What follows belongs to an exercise in optimizing a design on an open flow for small area, a short achievable clock period and few clock cycles per item; a production flow would make more cautious choices.
Where RTL was checked, it was by simulation tests only, not by an equivalence proof against the original.
No driver is modelled on the clock port, so clocking that relies on it looks cheaper here than on a real chip.
No activity file was given, so power comes from the tool's default toggle rates.

==> flow/design.v (excerpt) <==
module rotating_page_wear_leveler #(
    parameter int PAGES               = 8,
    parameter int CONTAINERS_PER_PAGE = 4,
    parameter int CONTAINER_BYTES     = 16
) (
    input  logic              clk,
    input  logic              rst_n,
    input  logic              start,
    input  rpwl_pkg::cmd_t    cmd,
    output logic              busy,
    output logic              strobe,
    output rpwl_pkg::result_t result
);
clock: 8.0 ns
lec_check: 0
cap_margin: 20
core_margin: 2
core_utilization: 55
cts_cluster_diameter: 100
cts_cluster_size: 26
slew_margin: 20
synth_memory_max_bits: 8192
standard.sh (not shown) runs the stock make flow with config.mk's settings and CLKGATE_MAP_FILE= SYNTH_SCRIPT=/design/flow/synth_recipe.tcl, a recipe that flattens the netlist after the stock synthesis.
==> flow/flow/run.sh <==
#!/bin/bash
set -euo pipefail
bash standard.sh finish SETUP_SLACK_MARGIN=5.3 > layout_make.log 2>&1
Testbench counts at the start, summed over its fixed seeds: cycles 23,764, items 12,000.
Then changed:
==> flow/flow/run.sh (replaced) <==
#!/bin/bash
set -euo pipefail
bash standard.sh cts SETUP_SLACK_MARGIN=5.6 > layout_make_cts.log 2>&1
openroad -no_init -exit flow/shorten_clock.tcl > shorten_clock.log 2>&1
bash standard.sh finish SETUP_SLACK_MARGIN=5.6 > layout_make_finish.log 2>&1
==> flow/flow/shorten_clock.tcl (new file) <==
# Remove the root buffer of the clock tree: its loads, the branch buffers,
# move to the clock port's net.
set r orfs/results/sky130hd/rotating_page_wear_leveler/base
read_db $r/4_cts.odb
set block [ord::get_db_block]
set root [$block findInst clkbuf_0_clk]
set rootnet [[$root findITerm X] getNet]
set clknet [[$root findITerm A] getNet]
set moved 0
foreach it [$rootnet getITerms] {
  if {[[$it getInst] getName] eq [$root getName]} { continue }
  $it disconnect
  $it connect $clknet
  incr moved
}
puts "moving $moved loads of [$rootnet getName] to [$clknet getName]"
odb::dbInst_destroy $root
odb::dbNet_destroy $rootnet
set n 0
foreach it [$clknet getITerms] { incr n }
puts "[$clknet getName] now has $n cell pins"
if {$n > 4} { error "clock port would feed $n cell pins" }
write_db $r/4_cts.odb
Total power is about the same. Critical path depth is unchanged. Worst setup slack is better by 0.16 ns.

---

zinc:
rotating_page_wear_leveler again, from the RTL that the note above started with.
export LEC_CHECK = 0
export CAP_MARGIN = 20
export CORE_MARGIN = 2
export CORE_UTILIZATION = 55
export CTS_CLUSTER_DIAMETER = 100
export CTS_CLUSTER_SIZE = 26
export SLEW_MARGIN = 20
export SYNTH_MEMORY_MAX_BITS = 8192
create_clock -name core_clock -period 8.0 [get_ports {clk}]
==> flow/flow/run.sh <==
#!/bin/bash
set -euo pipefail
R=orfs/results/sky130hd/rotating_page_wear_leveler/base
bash standard.sh cts SETUP_SLACK_MARGIN=5.6 > layout_make_cts.log 2>&1
openroad -no_init -exit flow/shorten_clock.tcl > shorten_clock.log 2>&1
bash standard.sh finish SETUP_SLACK_MARGIN=5.6 > layout_make_finish.log 2>&1
==> flow/flow/shorten_clock.tcl <==
# Remove the branch stage of the clock tree: the loads of each buffer driven by
# the root clock buffer move to the root buffer's net.
set r orfs/results/sky130hd/rotating_page_wear_leveler/base
read_db $r/4_cts.odb
set block [ord::get_db_block]
set root [$block findInst clkbuf_0_clk]
set rootnet [[$root findITerm X] getNet]
set moved 0
foreach it [$rootnet getITerms] {
  set inst [$it getInst]
  if {[$inst getName] eq [$root getName]} { continue }
  if {![string match "sky130_fd_sc_hd__clkbuf_*" [[$inst getMaster] getName]]} { continue }
  set outnet [[$inst findITerm X] getNet]
  foreach lit [$outnet getITerms] {
    if {[[$lit getInst] getName] eq [$inst getName]} { continue }
    $lit disconnect
    $lit connect $rootnet
    incr moved
  }
  puts "removing [$inst getName]"
  odb::dbInst_destroy $inst
  odb::dbNet_destroy $outnet
}
puts "moved $moved loads to [$rootnet getName]"
write_db $r/4_cts.odb
zinc finished every step from synthesis to the final layout, and the layout passed the timing, DRC and antenna checks.
Testbench counts of zinc, summed over its fixed seeds: cycles 23,764, items 12,000.
Modified inputs, raven compared to zinc
==> flow/flow/run.sh <==
#!/bin/bash
set -euo pipefail
bash standard.sh finish SETUP_SLACK_MARGIN=5.6 > layout_make.log 2>&1
removed: flow/flow/shorten_clock.tcl
==> comparison <==
- raven finished every stage and its layout cleared the timing, DRC and antenna checks.
- Layout net count: raven vs zinc, no meaningful difference
- In raven the final critical delay including setup and external delays turned out 0.031 ns lower than in zinc.
- Looking at register-to-register slack, raven sits 0.02 ns below zinc.
- zinc → raven: global-route wire length before repair was more or less identical, global-route usage went down by 0.74 points.
- Compared raven against zinc; worst hold slack within noise.
The following lists how cedar was set up differently from raven:
==> flow/flow/run.sh <==
#!/bin/bash
set -euo pipefail
bash standard.sh finish SETUP_SLACK_MARGIN=5.5 > layout_make.log 2>&1
--- a/flow/config.mk
+++ b/flow/config.mk
@@ -9,3 +9,3 @@
 export CORE_MARGIN = 2
-export CORE_UTILIZATION = 55
+export CORE_UTILIZATION = 70
 export CTS_CLUSTER_DIAMETER = 100
### Flow results
cedar against raven: power share of the clock group now sits lower; net switching component of the power lower. Taking raven as the reference, in cedar setup slack of the most critical reg-to-reg path shows a reduction of 0.12 ns, layout-stage area growth over the synthesis result shows a reduction of 0.28 points, portion of the layout cell area used by clock cells shows no meaningful change.

---

== rev 12 ==
rotating_page_wear_leveler, a different RTL version from the one above (not shown whole).
For scale: roughly 1,700 cells after synthesis, ~710 flip-flops, about 33 I/O pins.
## rotating_page_wear_leveler
module rotating_page_wear_leveler #(
    parameter int PAGES               = 8,
    parameter int CONTAINERS_PER_PAGE = 4,
    parameter int CONTAINER_BYTES     = 16
) (
    input  logic              clk,
    input  logic              rst_n,
    input  logic              start,
    input  rpwl_pkg::cmd_t    cmd,
    output logic              busy,
    output logic              strobe,
    output rpwl_pkg::result_t result
);
    localparam int PW  = $clog2(PAGES);
    localparam int BIW = $clog2(CONTAINER_BYTES);
    localparam int CIW = $clog2(CONTAINERS_PER_PAGE);
    logic [7:0] page [CONTAINERS_PER_PAGE][CONTAINER_BYTES];
    logic [7:0] stg  [CONTAINER_BYTES];
    logic [CONTAINERS_PER_PAGE-1:0] cval_reg;
    logic [CONTAINERS_PER_PAGE-1:0] cwe_reg;
    logic [PW-1:0]                  tgt_reg;
    logic [PW-1:0]                  src_reg;
    logic                           rd_reg;
    logic                           busy_reg;
    logic [BIW-1:0]                 cnt_reg;
    logic [CIW-1:0]                 ridx_reg;
    logic [7:0]                     nb_reg;
    logic [CONTAINER_BYTES-1:0]     wq_we_reg;
    logic                           wq_clr_reg;
    logic [7:0]                     wq_data_reg;
    logic                           strobe_reg;
    rpwl_pkg::result_t              result_reg;
    logic           accept, acc_load, acc_commit, acc_read, acc_clear;
    logic [7:0]     byte0, byte1, stream_byte;
    logic [7:0]     cand0 [CONTAINERS_PER_PAGE];
    logic [7:0]     cand1 [CONTAINERS_PER_PAGE];
    assign accept     = start && !rd_reg;
    assign acc_load   = accept && (cmd.mode == rpwl_pkg::MODE_LOAD);
    assign acc_commit = accept && (cmd.mode == rpwl_pkg::MODE_COMMIT);
    assign acc_read   = accept && (cmd.mode == rpwl_pkg::MODE_READ);
    assign acc_clear  = accept && (cmd.mode == rpwl_pkg::MODE_CLEAR);
    always_comb
    begin
        for (int k = 0; k < CONTAINERS_PER_PAGE; k++)
        begin
            if (cwe_reg[k])
            begin
                cand0[k] = stg[0];
                cand1[k] = stg[1];
            end
            else if (cval_reg[k])
            begin
                cand0[k] = page[k][0];
                cand1[k] = page[k][1];
            end
            else
            begin
                cand0[k] = rpwl_pkg::ERASED_BYTE;
  ...
make LEC_CHECK=0 CAP_MARGIN=20 CORE_MARGIN=2 CORE_UTILIZATION=40 SETUP_SLACK_MARGIN=5.0 SLEW_MARGIN=20 SYNTH_MEMORY_MAX_BITS=8192 finish   # period 8.0 ns
run.sh (not shown) runs the stock make flow with config.mk's settings and CLKGATE_MAP_FILE= SYNTH_SCRIPT=/design/flow/synth_recipe.tcl, a recipe that flattens the netlist after the stock synthesis.
Stock flow here: none of the scripts above is used.
Rev 12 finished end to end and its layout was clean on timing, DRC and antenna.
--- input diff rev 12..rev 13 ---
Settings: CTS_CLUSTER_DIAMETER newly set to 60; CTS_CLUSTER_SIZE newly set to 20.
Findings:
Rev 13 vs. rev 12: cell area after layout saw a decrease, final cell count lower, share of final-layout standard cells stronger than drive strength 1 saw little to no change.
No functional check of the RTL was part of any run of this note.

[separate check: timing with driven ports]
Ports are ideal in the flow. The routed layouts listed here were re-timed in OpenROAD. Step 1 assumes that a clkbuf_16 drives the clock port and a buf_2 every other input. Step 2 moves the port delays by t, midway between the first and last clock arrival at a register: inputs arrive t later, outputs are due t later. That takes back most of the time a late clock gives input paths. a / b / c = no drivers / after step 1 / after step 2; a / b = the first two.
| run | shift t [ns] | setup WS [ns] | clock arrival spread, ns |
|---|---|---|---|
| the first run of note 1 | 0.689 | 5.265 / 5.204 / 4.656 | 0.029 / 0.028 |
| the second run of note 1 | 0.547 | 5.424 / 5.347 / 5.167 | 0.025 / 0.024 |
| zinc | 0.704 | 5.251 / 5.191 / 4.973 | 0.029 / 0.030 |
| raven | 0.673 | 5.282 / 5.220 / 4.977 | 0.023 / 0.023 |
| cedar | 0.672 | 5.269 / 5.209 / 4.906 | 0.028 / 0.028 |
| rev 12 | 0.686 | 5.035 / 5.035 / 4.582 | 0.028 / 0.027 |
| rev 13 | 0.685 | 4.989 / 4.989 / 4.548 | 0.036 / 0.036 |
After both steps every run listed still meets setup and hold. The setup slack of the first run of note 1, which loses most, moves by -0.061 ns with the drivers and by -0.609 ns with both steps.
